From an optimization exercise on the open Yosys and OpenROAD flow, aimed at small area, a short achievable clock period and few clock cycles per item; shortcuts taken in it are not production practice.
At most, simulation tests tie the RTL to the original design; equivalence was not proved.
Power is estimated from default activity; no workload was simulated.

==> 09-20: inputs <==
==> flow/design.v <==
module sig_accumulator #(
   parameter int               DATA_W      = 1459,
   parameter int               SIG_W       = 32,
   parameter int               NUM_SAMPLES = 256,
   parameter logic [SIG_W-1:0] SEED        = '0,
   localparam int              CHUNKS      = (DATA_W + SIG_W - 1) / SIG_W,
   localparam int              CNT_W       = $clog2(NUM_SAMPLES + 1)
) (
   input  logic                 clk,
   input  logic                 rst_n,
   input  logic                 start,
   input  logic                 in_valid,
   input  logic [DATA_W-1:0]    in_data,
   output logic                 in_ready,
   output logic [SIG_W-1:0]     sig,
   output logic                 sig_valid,
   output logic                 busy,
   output logic [CNT_W-1:0]     sample_cnt
);
   localparam int HOLD_W = CHUNKS * SIG_W;
   localparam int NPART  = 2;                               
   localparam int PART_C = (CHUNKS + NPART - 1) / NPART;    
   localparam logic [CNT_W-1:0] CNT_LAST = CNT_W'(NUM_SAMPLES - 1);
   logic              busy_q, rdy_q, valid_q, first_q, take_q, last_q, done_q;
   logic [CNT_W-1:0]  cnt_q;
   logic [SIG_W-1:0]  acc_q;      
   logic [SIG_W-1:0]  sig_q;      
   logic [HOLD_W-1:0] pad;
   logic [SIG_W-1:0]  part_d [NPART];
   logic [SIG_W-1:0]  part_q [NPART];
   logic [SIG_W-1:0]  folded;
   logic              xfer, xfer_last;
   assign pad = HOLD_W'(in_data);
   always_comb begin
      for (int p = 0; p < NPART; p++) begin
         for (int j = 0; j < SIG_W; j++) begin
            logic [PART_C-1:0] terms;
            terms = '0;
            for (int i = 0; i < PART_C; i++) begin
               if (p * PART_C + i < CHUNKS)
                  terms[i] = pad[(p * PART_C + i) * SIG_W
                                 + (j - (CHUNKS - 1 - (p * PART_C + i)) % SIG_W + SIG_W) % SIG_W];
            end
            part_d[p][j] = ^terms;
         end
      end
   end
   always_ff @(posedge clk) begin
      for (int p = 0; p < NPART; p++)
         part_q[p] <= part_d[p];
   end
   always_comb begin
      for (int j = 0; j < SIG_W; j++) begin
         logic b;
         b = first_q ? SEED[j] : acc_q[(j - CHUNKS % SIG_W + SIG_W) % SIG_W];
         for (int p = 0; p < NPART; p++)
            b = b ^ part_q[p][j];
         folded[j] = b;
      end
   end
   assign xfer      = rdy_q && in_valid;
   assign xfer_last = xfer && (cnt_q == CNT_LAST);
   always_ff @(posedge clk) begin
      if (!rst_n) begin
         busy_q  <= 1'b0;
         rdy_q   <= 1'b0;
         valid_q <= 1'b0;
         take_q  <= 1'b0;
         last_q  <= 1'b0;
      end else begin
         take_q <= xfer;
         last_q <= xfer_last;
         done_q <= last_q;
         if (!busy_q) begin
            if (start) begin
               busy_q  <= 1'b1;
               rdy_q   <= 1'b1;
               valid_q <= 1'b0;
            end
         end else begin
            if (xfer_last) rdy_q <= 1'b0;
            if (done_q) begin
               busy_q  <= 1'b0;
               valid_q <= 1'b1;
            end
         end
      end
   end
   always_ff @(posedge clk) begin
      if (!busy_q) begin
         first_q <= 1'b1;
      end else if (take_q) begin
         first_q <= 1'b0;
         acc_q   <= folded;
      end
      if (!busy_q && start) cnt_q <= '0;
      else                  cnt_q <= cnt_q + CNT_W'(xfer);
      sig_q <= acc_q;
   end
   assign in_ready   = rdy_q;
   assign busy       = busy_q;
   assign sig_valid  = valid_q;
   assign sig        = sig_q;
   assign sample_cnt = cnt_q;
endmodule
==> flow/flow/run.sh <==
#!/bin/bash
# The standard layout (standard.sh), with two placement settings:
#  - port buffers are sky130_fd_sc_hd__buf_1 (the default pick is a delay cell);
#  - the in_data pins that feed one signature bit, and that bit's sig pin, are placed as one
#    group on the die's edge, so each bit's XOR tree sits next to its pins.
# ORFS writes each step's full log under orfs/logs; make's own output goes to run.log here.
set -euo pipefail
cd "$(dirname "$0")/.."

DW=1459; SW=32; CH=$(( (DW + SW - 1) / SW ))
groups=""
for ((j = 0; j < SW; j++)); do
  g=""
  for ((c = 0; c < CH; c++)); do
    k=$(( ((j - (CH - 1 - c)) % SW + SW) % SW ))
    b=$(( c * SW + k ))
    if (( b < DW )); then g+="in_data[$b] "; fi
  done
  g+="sig[$j]"
  groups+=" -group_pins {$g}"
done

export BUFFER_PORTS_ARGS="-buffer_cell sky130_fd_sc_hd__buf_1"
# The clock pin is placed by flow/pre_io.tcl at the middle of the left edge.
export PRE_IO_PLACEMENT_TCL="$PWD/flow/pre_io.tcl"
export PLACE_PINS_ARGS="-min_distance 0.68 -exclude left:$(( 340 / 2 - 5 ))-$(( 340 / 2 + 5 ))${groups}"

bash standard.sh > run.log 2>&1
==> flow/flow/pre_io.tcl <==
# Place the clock pin first, at the middle of the left edge on a met3 track, and keep the
# other pins a few microns away from it: the clock net is routed with wider spacing than
# the signal pins are placed at.
set block [ord::get_db_block]
set die [$block getDieArea]
set dbu [$block getDefUnits]
set ymid [expr {[$die yMax] / 2.0 / $dbu}]
set k [expr {int(($ymid - 0.34) / 0.68)}]
set y [expr {0.34 + 0.68 * $k}]
place_pin -pin_name clk -layer met3 -location [list 0 $y] -force_to_die_boundary
==> flow/standard.sh <==
#!/bin/bash
# synth_recipe.tcl (not shown) runs the flow's synth.tcl, then flattens the netlist and writes it again
# the make line also repeats each setting of config.mk as NAME=value (left out here)
make -C /OpenROAD-flow-scripts/flow DESIGN_CONFIG=/design/flow/config.mk WORK_HOME=/design/flow/orfs CLKGATE_MAP_FILE= SYNTH_SCRIPT=/design/flow/synth_recipe.tcl "${@:-finish}"
==> flow/config.mk <==
export PLATFORM = sky130hd
export DESIGN_NAME = sig_accumulator
export DESIGN_NICKNAME = sig_accumulator
export VERILOG_FILES = /design/flow/design.v
export SDC_FILE = /design/flow/constraint.sdc
export NUM_CORES = 4
export LEC_CHECK = 0
export CAP_MARGIN = 20
export CORE_AREA = 5 5 335 335
export CTS_BUF_LIST = sky130_fd_sc_hd__clkbuf_8
export DIE_AREA = 0 0 340 340
export SETUP_SLACK_MARGIN = 3.0
export SLEW_MARGIN = 20
==> flow/constraint.sdc <==
create_clock -name core_clock -period 5.0 [get_ports {clk}]
set_input_delay 1.0000 -clock core_clock [delete_from_list [all_inputs] [get_ports {clk}]]
set_output_delay 1.0000 -clock core_clock [all_outputs]
set_load 0.01 [all_outputs]
==> inputs of 09-11, as changes to 09-20 <==
--- a/flow/design.v
+++ b/flow/design.v
@@ -20,3 +20,3 @@
    localparam int HOLD_W = CHUNKS * SIG_W;
-   localparam int NPART  = 2;                               
+   localparam int NPART  = 1;                               
    localparam int PART_C = (CHUNKS + NPART - 1) / NPART;    
--- a/flow/flow/run.sh
+++ b/flow/flow/run.sh
@@ -23,5 +23,4 @@
 export BUFFER_PORTS_ARGS="-buffer_cell sky130_fd_sc_hd__buf_1"
-# The clock pin is placed by flow/pre_io.tcl at the middle of the left edge.
-export PRE_IO_PLACEMENT_TCL="$PWD/flow/pre_io.tcl"
-export PLACE_PINS_ARGS="-min_distance 0.68 -exclude left:$(( 340 / 2 - 5 ))-$(( 340 / 2 + 5 ))${groups}"
+export CTS_BUF_DISTANCE=100
+export PLACE_PINS_ARGS="${groups# }"
 
- CORE_AREA: 5 5 335 335 -> 5 5 515 515
- CTS_BUF_LIST: sky130_fd_sc_hd__clkbuf_8 -> default
- CTS_CLUSTER_DIAMETER: default -> 50
- CTS_CLUSTER_SIZE: default -> 10
- DIE_AREA: 0 0 340 340 -> 0 0 520 520
removed: flow/flow/pre_io.tcl
==> inputs of 11-17, as changes to 09-20 <==
--- a/flow/flow/run.sh
+++ b/flow/flow/run.sh
@@ -23,2 +23,3 @@
 export BUFFER_PORTS_ARGS="-buffer_cell sky130_fd_sc_hd__buf_1"
+export CTS_ARGS="-repair_clock_nets"
 # The clock pin is placed by flow/pre_io.tcl at the middle of the left edge.
- CTS_BUF_LIST: sky130_fd_sc_hd__clkbuf_8 -> default
==> inputs of 05-28, as changes to 09-20 <==
--- a/flow/design.v
+++ b/flow/design.v
@@ -20,3 +20,3 @@
    localparam int HOLD_W = CHUNKS * SIG_W;
-   localparam int NPART  = 2;                               
+   localparam int NPART  = 1;                               
    localparam int PART_C = (CHUNKS + NPART - 1) / NPART;    
- CTS_BUF_LIST: sky130_fd_sc_hd__clkbuf_8 -> default
==> results.txt <==
Wire length of the first global-routing pass: 05-28 77470 um; 09-20 78900 um; 09-11 78300 um; 11-17 78840 um
Buffers from clock root to sink, at most: 05-28 2; 09-20 2; 09-11 4; 11-17 2
Vias after detailed routing: 05-28 15324; 09-20 15559; 09-11 15114; 11-17 15535
Outcome: 05-28 timing/DRC/antenna clean; 09-20 timing/DRC/antenna clean; 09-11 timing/DRC/antenna clean; 11-17 timing/DRC/antenna clean
Required time of the worst setup path: 05-28 5260 ps; 09-20 4000 ps; 09-11 4000 ps; 11-17 4000 ps
Finished Cell Area: 05-28 0.02378 sq mm; 09-20 0.02511 sq mm; 09-11 0.02681 sq mm; 11-17 0.02529 sq mm
Post-cts resize count: 05-28 33; 09-20 131; 09-11 132; 11-17 124
Starting density of the core: 05-28 14.67%; 09-20 15.47%; 09-11 6.144%; 11-17 15.47%
Placement-stage cell area: 05-28 0.02336 sq mm; 09-20 0.02421 sq mm; 09-11 0.02587 sq mm; 11-17 0.02421 sq mm
Number of core rows: 05-28 121; 09-20 121; 09-11 187; 11-17 121
GRT met2 Usage: 05-28 13.61%; 09-20 13.75%; 09-11 7.703%; 11-17 13.72%
Switching portion of total power: 05-28 32.69%; 09-20 32.47%; 09-11 32.42%; 11-17 31.43%
Crit path DAT: 05-28 2220 ps; 09-20 1050 ps; 09-11 1130 ps; 11-17 950 ps
Number of diodes added for antenna fixing: 05-28 0; 09-20 7; 09-11 5; 11-17 4
Highest metal layer with signal wires: 05-28 met5; 09-20 met4; 09-11 met4; 11-17 met4
Testbench counts of 09-11, summed over its fixed seeds: cycles 6,224, items 6,144.
Testbench counts of 05-28, summed over its fixed seeds: cycles 6,224, items 6,144.
No functional check of the RTL was part of 09-20 and 11-17.

* * *

==> run a <==
RTL: the design.v shown in full above, as it stands there.
==> flow/config.mk <==
export PLATFORM = sky130hd
export DESIGN_NAME = sig_accumulator
export DESIGN_NICKNAME = sig_accumulator
export VERILOG_FILES = /design/flow/design.v
export SDC_FILE = /design/flow/constraint.sdc
export NUM_CORES = 4
export LEC_CHECK = 0
export CAP_MARGIN = 20
export CORE_AREA = 5 5 335 335
export DIE_AREA = 0 0 340 340
export SETUP_SLACK_MARGIN = 3.2
export SLEW_MARGIN = 20
==> flow/constraint.sdc <==
create_clock -name core_clock -period 5.0 [get_ports {clk}]
set_input_delay 1.0000 -clock core_clock [delete_from_list [all_inputs] [get_ports {clk}]]
set_output_delay 1.0000 -clock core_clock [all_outputs]
set_load 0.01 [all_outputs]
standard.sh (not shown) runs the stock make flow with config.mk's settings and CLKGATE_MAP_FILE= SYNTH_SCRIPT=/design/flow/synth_recipe.tcl, a recipe that flattens the netlist after the stock synthesis.
==> flow/flow/run.sh <==
#!/bin/bash
# The standard layout (standard.sh), with two placement settings:
#  - port buffers are sky130_fd_sc_hd__buf_1 (the default pick is a delay cell);
#  - the in_data pins that feed one signature bit, and that bit's sig pin, are placed as one
#    group on the die's edge, so each bit's XOR tree sits next to its pins.
# ORFS writes each step's full log under orfs/logs; make's own output goes to run.log here.
set -euo pipefail
cd "$(dirname "$0")/.."

DW=1459; SW=32; CH=$(( (DW + SW - 1) / SW ))
groups=""
for ((j = 0; j < SW; j++)); do
  g=""
  for ((c = 0; c < CH; c++)); do
    k=$(( ((j - (CH - 1 - c)) % SW + SW) % SW ))
    b=$(( c * SW + k ))
    if (( b < DW )); then g+="in_data[$b] "; fi
  done
  g+="sig[$j]"
  groups+=" -group_pins {$g}"
done

export BUFFER_PORTS_ARGS="-buffer_cell sky130_fd_sc_hd__buf_1"
# The clock pin is placed by flow/pre_io.tcl at the middle of the left edge.
export PRE_IO_PLACEMENT_TCL="$PWD/flow/pre_io.tcl"
export PLACE_PINS_ARGS="-min_distance 0.68 -exclude left:$(( 340 / 2 - 5 ))-$(( 340 / 2 + 5 ))${groups}"

bash standard.sh > run.log 2>&1
==> flow/flow/pre_io.tcl <==
# Place the clock pin first, at the middle of the left edge on a met3 track, and keep the
# other pins a few microns away from it: the clock net is routed with wider spacing than
# the signal pins are placed at.
set block [ord::get_db_block]
set die [$block getDieArea]
set dbu [$block getDefUnits]
set ymid [expr {[$die yMax] / 2.0 / $dbu}]
set k [expr {int(($ymid - 0.34) / 0.68)}]
set y [expr {0.34 + 0.68 * $k}]
place_pin -pin_name clk -layer met3 -location [list 0 $y] -force_to_die_boundary
==> run b (differences from run a) <==
==> flow/design.v (replaced) <==
module sig_accumulator #(
   parameter int               DATA_W      = 1459,
   parameter int               SIG_W       = 32,
   parameter int               NUM_SAMPLES = 256,
   parameter logic [SIG_W-1:0] SEED        = '0,
   localparam int              CHUNKS      = (DATA_W + SIG_W - 1) / SIG_W,
   localparam int              CNT_W       = $clog2(NUM_SAMPLES + 1)
) (
   input  logic                 clk,
   input  logic                 rst_n,
   input  logic                 start,
   input  logic                 in_valid,
   input  logic [DATA_W-1:0]    in_data,
   output logic                 in_ready,
   output logic [SIG_W-1:0]     sig,
   output logic                 sig_valid,
   output logic                 busy,
   output logic [CNT_W-1:0]     sample_cnt
);
   localparam int HOLD_W = CHUNKS * SIG_W;
   localparam logic [CNT_W-1:0] CNT_LAST = CNT_W'(NUM_SAMPLES - 1);
   logic              busy_q, valid_q;
   logic [CNT_W-1:0]  cnt_q;
   logic [SIG_W-1:0]  sig_q;
   logic [HOLD_W-1:0] pad;
   logic [SIG_W-1:0]  base;
   logic [SIG_W-1:0]  folded;
   logic              xfer;
   assign pad = HOLD_W'(in_data);
   always_comb begin
      for (int j = 0; j < SIG_W; j++)
         base[j] = sig_q[(j - CHUNKS % SIG_W + SIG_W) % SIG_W];
   end
   always_comb begin
      for (int j = 0; j < SIG_W; j++) begin
         logic [CHUNKS:0] terms;
         for (int c = 0; c < CHUNKS; c++)
            terms[c] = pad[c*SIG_W + (j - (CHUNKS - 1 - c) % SIG_W + SIG_W) % SIG_W];
         terms[CHUNKS] = base[j];
         folded[j] = ^terms;
      end
   end
   assign xfer = busy_q && in_valid;
   always_ff @(posedge clk) begin
      if (!rst_n) begin
         busy_q  <= 1'b0;
         valid_q <= 1'b0;
         cnt_q   <= '0;
         sig_q   <= '0;
      end else if (!busy_q) begin
         if (start) begin
            busy_q  <= 1'b1;
            valid_q <= 1'b0;
            cnt_q   <= '0;
            sig_q   <= SEED;
         end
      end else if (in_valid) begin
         sig_q <= folded;
         cnt_q <= cnt_q + 1'b1;
         if (cnt_q == CNT_LAST) begin
            busy_q  <= 1'b0;
            valid_q <= 1'b1;
         end
      end
   end
   assign in_ready   = busy_q;
   assign busy       = busy_q;
   assign sig_valid  = valid_q;
   assign sig        = sig_q;
   assign sample_cnt = cnt_q;
endmodule
--- a/flow/flow/run.sh
+++ b/flow/flow/run.sh
@@ -4,5 +4,5 @@
 #  - the in_data pins that feed one signature bit, and that bit's sig pin, are placed as one
 #    group on the die's edge, so each bit's XOR tree sits next to its pins.
-# ORFS writes each step's full log under orfs/logs; make's own output goes to run.log here.
+# Every tool's output goes to the ORFS logs under orfs/logs and to run.log here.
 set -euo pipefail
 cd "$(dirname "$0")/.."
@@ -22,7 +22,7 @@
 
 export BUFFER_PORTS_ARGS="-buffer_cell sky130_fd_sc_hd__buf_1"
-# The clock pin is placed by flow/pre_io.tcl at the middle of the left edge.
-export PRE_IO_PLACEMENT_TCL="$PWD/flow/pre_io.tcl"
-export PLACE_PINS_ARGS="-min_distance 0.68 -exclude left:$(( 340 / 2 - 5 ))-$(( 340 / 2 + 5 ))${groups}"
+export PLACE_PINS_ARGS="${PIN_SPACING_ARGS:-}$groups"
+if [[ -f flow/pins.env ]]; then source flow/pins.env; fi
+export PLACE_PINS_ARGS="${PIN_SPACING_ARGS:-}$groups"
 
 bash standard.sh > run.log 2>&1
- CORE_AREA: 5 5 335 335 -> 5 5 415 415
- DIE_AREA: 0 0 340 340 -> 0 0 420 420
- SETUP_SLACK_MARGIN: 3.2 -> not set
removed: flow/flow/pre_io.tcl
==> run c (differences from run a) <==
--- a/flow/design.v
+++ b/flow/design.v
@@ -19,11 +19,10 @@
 );
    localparam int HOLD_W = CHUNKS * SIG_W;
-   localparam int NPART  = 2;                               
+   localparam int NPART  = 1;                               
    localparam int PART_C = (CHUNKS + NPART - 1) / NPART;    
    localparam logic [CNT_W-1:0] CNT_LAST = CNT_W'(NUM_SAMPLES - 1);
-   logic              busy_q, rdy_q, valid_q, first_q, take_q, last_q, done_q;
+   logic              busy_q, rdy_q, valid_q, first_q, take_q, last_q;
    logic [CNT_W-1:0]  cnt_q;
-   logic [SIG_W-1:0]  acc_q;      
-   logic [SIG_W-1:0]  sig_q;      
+   logic [SIG_W-1:0]  sig_q;
    logic [HOLD_W-1:0] pad;
    logic [SIG_W-1:0]  part_d [NPART];
@@ -53,5 +52,5 @@
       for (int j = 0; j < SIG_W; j++) begin
          logic b;
-         b = first_q ? SEED[j] : acc_q[(j - CHUNKS % SIG_W + SIG_W) % SIG_W];
+         b = first_q ? SEED[j] : sig_q[(j - CHUNKS % SIG_W + SIG_W) % SIG_W];
          for (int p = 0; p < NPART; p++)
             b = b ^ part_q[p][j];
@@ -71,5 +70,4 @@
          take_q <= xfer;
          last_q <= xfer_last;
-         done_q <= last_q;
          if (!busy_q) begin
             if (start) begin
@@ -80,5 +78,5 @@
          end else begin
             if (xfer_last) rdy_q <= 1'b0;
-            if (done_q) begin
+            if (last_q) begin
                busy_q  <= 1'b0;
                valid_q <= 1'b1;
@@ -90,11 +88,12 @@
       if (!busy_q) begin
          first_q <= 1'b1;
-      end else if (take_q) begin
-         first_q <= 1'b0;
-         acc_q   <= folded;
+         if (start) cnt_q <= '0;
+      end else begin
+         if (xfer) cnt_q <= cnt_q + 1'b1;
+         if (take_q) begin
+            first_q <= 1'b0;
+            sig_q   <= folded;
+         end
       end
-      if (!busy_q && start) cnt_q <= '0;
-      else                  cnt_q <= cnt_q + CNT_W'(xfer);
-      sig_q <= acc_q;
    end
    assign in_ready   = rdy_q;
--- a/flow/flow/run.sh
+++ b/flow/flow/run.sh
@@ -18,11 +18,7 @@
   done
   g+="sig[$j]"
-  groups+=" -group_pins {$g}"
 done
 
 export BUFFER_PORTS_ARGS="-buffer_cell sky130_fd_sc_hd__buf_1"
-# The clock pin is placed by flow/pre_io.tcl at the middle of the left edge.
-export PRE_IO_PLACEMENT_TCL="$PWD/flow/pre_io.tcl"
-export PLACE_PINS_ARGS="-min_distance 0.68 -exclude left:$(( 340 / 2 - 5 ))-$(( 340 / 2 + 5 ))${groups}"
 
 bash standard.sh > run.log 2>&1
- CORE_AREA: 5 5 335 335 -> 5 5 415 415
- CTS_CLUSTER_DIAMETER: not set -> 50
- CTS_CLUSTER_SIZE: not set -> 10
- DIE_AREA: 0 0 340 340 -> 0 0 420 420
- SETUP_SLACK_MARGIN: 3.2 -> 3.0
removed: flow/flow/pre_io.tcl
==> results.txt <==
- Run a produced a clean layout. Run c finished with timing, DRC and antenna clean. Run b failed in I/O pin placement on PPL-0039.
- The highest area after synthesis belongs to run a, the lowest to run b.
- Core utilization: run c is lower than run a (8.2 points).
- Between run a and run c, the lower sequential cell count is in run c (gap 65).
- Count of clock-buffer cells in the layout: run a is higher than run c (8).
- In run c the clock skew is higher than in run a, by 0.0080 ns.
- Between run a and run c, the lower die area is in run a (gap 34%, measured against run c).
- Of run a and run c, run c has the higher global-route usage (gap 6.2 points).
- Against run a, the sequential share of layout area of run c is lower by 5.0 points.
- Against run c, the setup slack of run a is better by 0.21 ns.
Testbench counts of run b, summed over its fixed seeds: cycles 6,176, items 6,144.
Testbench counts of run c, summed over its fixed seeds: cycles 6,200, items 6,144.
Function not checked in run a: the RTL went through the layout flow alone.

[what the ideal ports hide]
The flow's constraints put no driver on any port. The routed layouts listed below were extracted and timed again, unchanged, in two steps. Step 1 sets driving cells, clkbuf_16 on the clock port and buf_2 on the other inputs (assumed; they add their load-dependent delay and slew). Step 2 adds t to the input delays and takes it off the output delays; t is the mean of the earliest and latest rising clock arrival at the registers after step 1. Input paths then give back, and output paths get back, about the clock's delay inside the block. a / b / c = ideal ports / drivers / drivers and shift; a / b = the first two.
run	t (ns)	setup slack, ns	worst register clock-pin slew, ns
09-20	0.601	2.947 / 2.905 / 2.748	0.12 / 0.12
09-11	0.645	2.866 / 2.797 / 2.514	0.13 / 0.13
11-17	0.524	3.046 / 3.000 / 2.731	0.08 / 0.08
05-28	0.447	3.040 / 3.022 / 2.576	0.10 / 0.10
run a	0.520	3.041 / 2.996 / 2.722	0.08 / 0.08
run c	0.477	2.832 / 2.811 / 2.335	0.11 / 0.11
After both steps setup and hold are still met in every run listed. The setup slack of run c, which loses most, moves by -0.021 ns with the drivers and by -0.497 ns with both steps.
